This design comes from an exercise in tuning for small area, a short achievable clock period and few clock cycles per item on the open sky130 flow, not from production work.
The RTL was checked by simulation tests, not by an equivalence proof against the original design.

## oak
Design fnv_lane_mix, start of the top module:
module fnv_lane_mix #(
  parameter int             LANES     = 4,
  parameter int             W         = 32,
  parameter logic [W-1:0]   FNV_PRIME = 32'h01000193
) (
  input  logic               clk,
  input  logic               rst,
  input  logic               in_valid,
  output logic               in_ready,
  input  logic [1:0]         mode,
  input  logic [LANES*W-1:0] a,
  input  logic [LANES*W-1:0] b,
  output logic               out_valid,
  input  logic               out_ready,
  output logic [LANES*W-1:0] c,
  output logic [W-1:0]       digest,
  output logic               out_err
);
Size: about 2800 cells after synthesis, ~430 I/O pins, roughly 34000 um^2 of cells after synthesis.
export LEC_CHECK = 0
export CAP_MARGIN = 20
export CORE_MARGIN = 2
export CORE_UTILIZATION = 58
export CTS_BUF_LIST = sky130_fd_sc_hd__clkbuf_8
export CTS_CLUSTER_DIAMETER = 50
export CTS_CLUSTER_SIZE = 18
export GPL_ROUTABILITY_DRIVEN = 0
export SETUP_SLACK_MARGIN = 1.8
export SLEW_MARGIN = 20
create_clock -name core_clock -period 7.0 [get_ports {clk}]
standard.sh (not shown) runs the stock make flow with config.mk's settings and CLKGATE_MAP_FILE= SYNTH_SCRIPT=/design/flow/synth_recipe.tcl, a recipe that flattens the netlist after the stock synthesis.
==> flow/flow/run.sh <==
#!/bin/bash
# Standard layout, but the port buffers that placement inserts on every input and
# output are the smallest buffer (buf_1); timing repair resizes them where needed.
# Each step's full output goes to a log of its own here (ORFS also keeps its
# per-tool logs under orfs/logs/).
set -euo pipefail
for step in synth floorplan place cts route finish; do
  bash standard.sh BUFFER_PORTS_ARGS="-buffer_cell sky130_fd_sc_hd__buf_1" "$step" > "log_$step.txt" 2>&1
done
oak: no failed stages, no open violations at the end
Testbench counts of oak, summed over its fixed seeds: cycles 4,824, items 4,800.
Inputs modified between oak and pine:
Settings: GPL_ROUTABILITY_DRIVEN removed (was 0); CORE_UTILIZATION changed from 58 to 70.
==> flow/flow/run.sh <==
#!/bin/bash
# Standard layout, but the port buffers that placement inserts on every input and
# output are the smallest buffer (buf_1); timing repair resizes them where needed.
set -euo pipefail
bash standard.sh BUFFER_PORTS_ARGS="-buffer_cell sky130_fd_sc_hd__buf_1" finish > flow_standard.log 2>&1
Results
Higher setup slack among pine and oak: oak. Die: pine smaller than oak. The higher non-clock buffer total of the final layout came out of pine. Final area ends up lower on pine.

== run A ==
fnv_lane_mix, a different RTL version from the one above (not shown whole).
Size: about 360 flip-flops, about 430 I/O pins, ~30,000 sq um of cells after synthesis.
==> flow/config.mk <==
export PLATFORM = sky130hd
export DESIGN_NAME = fnv_lane_mix
export DESIGN_NICKNAME = fnv_lane_mix
export VERILOG_FILES = /design/flow/design.v
export SDC_FILE = /design/flow/constraint.sdc
export NUM_CORES = 4
export LEC_CHECK = 0
export CAP_MARGIN = 20
export CORE_MARGIN = 2
export CORE_UTILIZATION = 80
export CTS_BUF_LIST = sky130_fd_sc_hd__clkbuf_8
export SETUP_SLACK_MARGIN = 0.8
export SLEW_MARGIN = 20
==> flow/constraint.sdc <==
create_clock -name core_clock -period 7.0 [get_ports {clk}]
set_input_delay 1.4000 -clock core_clock [delete_from_list [all_inputs] [get_ports {clk}]]
set_output_delay 1.4000 -clock core_clock [all_outputs]
set_load 0.01 [all_outputs]
==> flow/flow/run.sh <==
#!/bin/bash
# Standard layout, but the port buffers that placement inserts on every input and
# output are the smallest buffer (buf_1); timing repair resizes them where needed.
set -euo pipefail
bash standard.sh BUFFER_PORTS_ARGS="-buffer_cell sky130_fd_sc_hd__buf_1" finish > flow_standard.log 2>&1
Run status, run A: aborted in global routing (5_1_grt), error GRT-0232
Testbench counts of run A, summed over its fixed seeds: cycles 4,816, items 4,800.
What run B does differently from run A at the input level:
- swapping 20 for 0 in CAP_MARGIN
- swapping 80 for 65 in CORE_UTILIZATION
- swapping 20 for 0 in SLEW_MARGIN
Per the final summary, run B finished and its layout is clean on timing, DRC and antenna.
Run B ends up with a worst slack at placement that is 240 ps higher than in run A.
| buffer count from post-CTS setup fixing | lower: run B |
Comparing run B and run A, the higher initial standard-cell utilization of the core was measured on run A.
Between run A and run B, the flow reports global placement routability congestion decreasing slightly.
Between run B and run A, it is run B whose cell count after placement is higher, by 140.
Run B vs. run A: cell row count now larger, number of gates resized after cts now larger, die outline height now larger, sum of net half-perimeters after detailed placement now smaller, synthesis-stage register bit count comparable.
From run B to run A, share of the synthesized area in compound gates (AO/OA/AOI/OAI) did not move at all.
The inputs of run C differ from those of run B as listed below.
- swapping 0 for 20 in SLEW_MARGIN
- swapping 65 for 40 in CORE_UTILIZATION
- swapping 0.8 for 1.2 in SETUP_SLACK_MARGIN
- clearing CTS_BUF_LIST, which used to be sky130_fd_sc_hd__clkbuf_8
- swapping 0 for 20 in CAP_MARGIN
==> comparison <==
- Final critical delay including setup and external delays ends up higher on run B.
- Going from run B to run C, cell area after layout rose by 1900 sq um, buffer share of cell area moved up, post-synthesis register bit count about even.
- Compared to run B, run C shows a wider setup margin.
- On fill cell total of the finished layout: run C sits above run B.
- When run C is set beside run B, its H-tree depth turns out to be 1 smaller.
> inputs changed (run C -> run D)
- a change of SETUP_SLACK_MARGIN from 1.2 to 1.4
- an added CTS_BUF_LIST of sky130_fd_sc_hd__clkbuf_8
- a change of CORE_UTILIZATION from 40 to 65
Notes after the runs:
- The core of run D is more densely filled than that of run C.
- Run D ends up with a global-route usage over all layers that is 15 points higher than in run C.
- When run D is measured against run C, its signal arrival time at the worst endpoint turns out 330 ps higher.
- Comparing run D and run C, the lower routed length on met3 is on run C.
- First-pass GRT wire length essentially unchanged between run C and run D.
- On maximum frequency, the lower figure sits with run D, not run C.

fnv_lane_mix with an RTL version that a note above also has.
Size: roughly 490 flip-flops, about 34000 um^2 of cells after synthesis.
==> flow/config.mk <==
export PLATFORM = sky130hd
export DESIGN_NAME = fnv_lane_mix
export DESIGN_NICKNAME = fnv_lane_mix
export VERILOG_FILES = /design/flow/design.v
export SDC_FILE = /design/flow/constraint.sdc
export NUM_CORES = 4
export LEC_CHECK = 0
export CAP_MARGIN = 20
export CORE_MARGIN = 2
export CORE_UTILIZATION = 52
export CTS_BUF_LIST = sky130_fd_sc_hd__clkbuf_8
export CTS_CLUSTER_DIAMETER = 50
export CTS_CLUSTER_SIZE = 18
export SETUP_SLACK_MARGIN = 1.8
export SLEW_MARGIN = 20
==> flow/constraint.sdc <==
create_clock -name core_clock -period 7.0 [get_ports {clk}]
set_input_delay 1.4000 -clock core_clock [delete_from_list [all_inputs] [get_ports {clk}]]
set_output_delay 1.4000 -clock core_clock [all_outputs]
set_load 0.01 [all_outputs]
Scripts as last shown in full above: flow/flow/run.sh
The first run passed the timing, DRC and antenna checks.
Testbench counts at the start, summed over its fixed seeds: cycles 4,824, items 4,800.
Edit:
--- a/flow/config.mk
+++ b/flow/config.mk
@@ -10 +10 @@
-export CORE_UTILIZATION = 52
+export CORE_UTILIZATION = 65
@@ -12,2 +11,0 @@
-export CTS_CLUSTER_DIAMETER = 50
-export CTS_CLUSTER_SIZE = 18
Outcome: Hold slack loses 23 ps; setup slack gains 51 ps; global-route usage rises by 6.0 points; area after synthesis does not change; sequential share of layout area barely changes; die area falls by 20%; fmax rises by 1.0%.
Edit:
--- a/flow/flow/run.sh
+++ b/flow/flow/run.sh
@@ -3,0 +4,2 @@
+# Each step's full output goes to a log of its own here (ORFS also keeps its
+# per-tool logs under orfs/logs/).
@@ -5 +7,3 @@
-bash standard.sh BUFFER_PORTS_ARGS="-buffer_cell sky130_fd_sc_hd__buf_1" finish > flow_standard.log 2>&1
+for step in synth floorplan place cts route finish; do
+  bash standard.sh BUFFER_PORTS_ARGS="-buffer_cell sky130_fd_sc_hd__buf_1" "$step" > "log_$step.txt" 2>&1
+done
--- a/flow/config.mk
+++ b/flow/config.mk
@@ -10 +10 @@
-export CORE_UTILIZATION = 65
+export CORE_UTILIZATION = 58
@@ -11,0 +12,3 @@
+export CTS_CLUSTER_DIAMETER = 50
+export CTS_CLUSTER_SIZE = 18
+export GPL_TIMING_DRIVEN = 0
Effect: Worst setup slack got worse by 270 ps. Non-clock buffer count went up by 137. Area after synthesis is unchanged. Clock skew is higher by 29 ps. Global-route usage drops by 1.5 points. Synthesized cell count does not change. Wire length came out higher by a little under a tenth. Critical path depth rises by 4.
Edit:
==> flow/flow/run.sh (replaced) <==
#!/bin/bash
# Standard layout, but the port buffers that placement inserts on every input and
# output are the smallest buffer (buf_1); timing repair resizes them where needed.
set -euo pipefail
bash standard.sh BUFFER_PORTS_ARGS="-buffer_cell sky130_fd_sc_hd__buf_1" finish > flow_standard.log 2>&1
--- a/flow/config.mk
+++ b/flow/config.mk
@@ -10 +10 @@
-export CORE_UTILIZATION = 58
+export CORE_UTILIZATION = 65
@@ -14,2 +14 @@
-export GPL_TIMING_DRIVEN = 0
-export SETUP_SLACK_MARGIN = 1.8
+export SETUP_SLACK_MARGIN = 1.6
The new run completed without violations.
Setup slack is better by 130 ps.
Global-route usage rises by 0.53 points.
Edit:
--- a/flow/config.mk
+++ b/flow/config.mk
@@ -14 +14 @@
-export SETUP_SLACK_MARGIN = 1.6
+export SETUP_SLACK_MARGIN = 2.0
After rerunning:
- via count rose by a few percent
- sequential cell count is unchanged
- die area does not change
- synthesized area stays the same

== v22 ==
Starting RTL as in the previous note.
Settings: LEC_CHECK=0, CAP_MARGIN=20, CORE_MARGIN=2, CORE_UTILIZATION=65, CTS_BUF_LIST=sky130_fd_sc_hd__clkbuf_8, CTS_CLUSTER_DIAMETER=50, CTS_CLUSTER_SIZE=18, SETUP_SLACK_MARGIN=1.8, SLEW_MARGIN=20, SYNTH_HIERARCHICAL=1; clock period 7.0 ns.
==> flow/flow/run.sh <==
#!/bin/bash
# Standard layout, but the port buffers that placement inserts on every input and
# output are the smallest buffer (buf_1); timing repair resizes them where needed.
set -euo pipefail
bash standard.sh BUFFER_PORTS_ARGS="-buffer_cell sky130_fd_sc_hd__buf_1" finish > flow_standard.log 2>&1
Testbench counts of v22, summed over its fixed seeds: cycles 4,824, items 4,800.
### v22 -> v14
# v22
export LEC_CHECK = 0
export CAP_MARGIN = 20
export CORE_MARGIN = 2
export CORE_UTILIZATION = 65
export CTS_BUF_LIST = sky130_fd_sc_hd__clkbuf_8
export CTS_CLUSTER_DIAMETER = 50
export CTS_CLUSTER_SIZE = 18
export SETUP_SLACK_MARGIN = 1.8
export SLEW_MARGIN = 20
export SYNTH_HIERARCHICAL = 1
create_clock -name core_clock -period 7.0 [get_ports {clk}]
# v14
export LEC_CHECK = 0
export CAP_MARGIN = 20
export CORE_MARGIN = 2
export CORE_UTILIZATION = 65
export CTS_BUF_LIST = sky130_fd_sc_hd__clkbuf_16
export CTS_CLUSTER_DIAMETER = 60
export CTS_CLUSTER_SIZE = 30
export SETUP_SLACK_MARGIN = 1.8
export SLEW_MARGIN = 20
create_clock -name core_clock -period 7.0 [get_ports {clk}]
Notes after the runs:
Going from v22 to v14, clock latency of the later-clocked register in the worst-skew pair lower, worst hold slack across all endpoints lower.
Higher register-to-register slack goes to v14 over v22.
v22 → v14: number of gates resized after cts picked up an extra 28; signed area change from the synthesized netlist to the final layout lost 0.38 points.
Of v22 and v14, the lower cell area after placement belongs to v14.
Fmax ended up about 0.66% lower on v14 than on v22.

[port drivers added, routing unchanged]
Ports are ideal in the flow. The routed layouts listed here were re-timed in OpenROAD. Step 1 (the two cells are an assumption about what drives the block):
set clk [get_ports {clk}]
set_driving_cell -lib_cell sky130_fd_sc_hd__clkbuf_16 $clk
set_driving_cell -lib_cell sky130_fd_sc_hd__buf_2 [delete_from_list [all_inputs] $clk]
Step 2 moves the port delays by t, midway between the first and last clock arrival at a register: inputs arrive t later, outputs are due t later. That takes back most of the time a late clock gives input paths. a / b / c = ideal ports / drivers / drivers and shift; a / b = the first two.
| run | t (ns) | slack for setup (ns) | worst setup path after step 2 | slew at the worst register clock pin (ns) | cell pins on the clock port's net |
|---|---|---|---|---|---|
| oak | 0.714 | 1.913 / 1.780 / 1.066 | input to register | 0.11 / 0.11 | 1 |
| pine | 0.736 | 1.818 / 1.751 / 1.014 | input to register | 0.11 / 0.11 | 1 |
| run B | 0.675 | 0.620 / 0.562 / 0.382 | input to register | 0.07 / 0.07 | 1 |
| run C | 0.633 | 0.739 / 0.681 / 0.613 | input to register | 0.07 / 0.07 | 1 |
| run D | 0.736 | 0.414 / 0.359 / 0.599 | input to register | 0.07 / 0.07 | 1 |
| the first run of note 3 | 0.754 | 1.830 / 1.658 / 0.904 | input to register | 0.11 / 0.11 | 1 |
| the second run of note 3 | 0.734 | 1.882 / 1.757 / 1.023 | input to register | 0.07 / 0.07 | 1 |
| the third run of note 3 | 0.772 | 1.612 / 1.635 / 0.863 | input to register | 0.11 / 0.11 | 1 |
| the fourth run of note 3 | 0.726 | 1.746 / 1.743 / 1.017 | input to register | 0.11 / 0.11 | 1 |
| the fifth run of note 3 | 0.728 | 1.941 / 1.807 / 1.080 | input to register | 0.11 / 0.11 | 1 |
| v22 | 0.738 | 1.880 / 1.696 / 0.958 | input to register | 0.11 / 0.11 | 1 |
| v14 | 0.693 | 1.846 / 1.682 / 0.989 | input to register | 0.10 / 0.10 | 1 |
After both steps setup and hold are still met in every run listed. The setup slack of the first run of note 3, which loses most, moves by -0.172 ns with the drivers and by -0.926 ns with both steps.
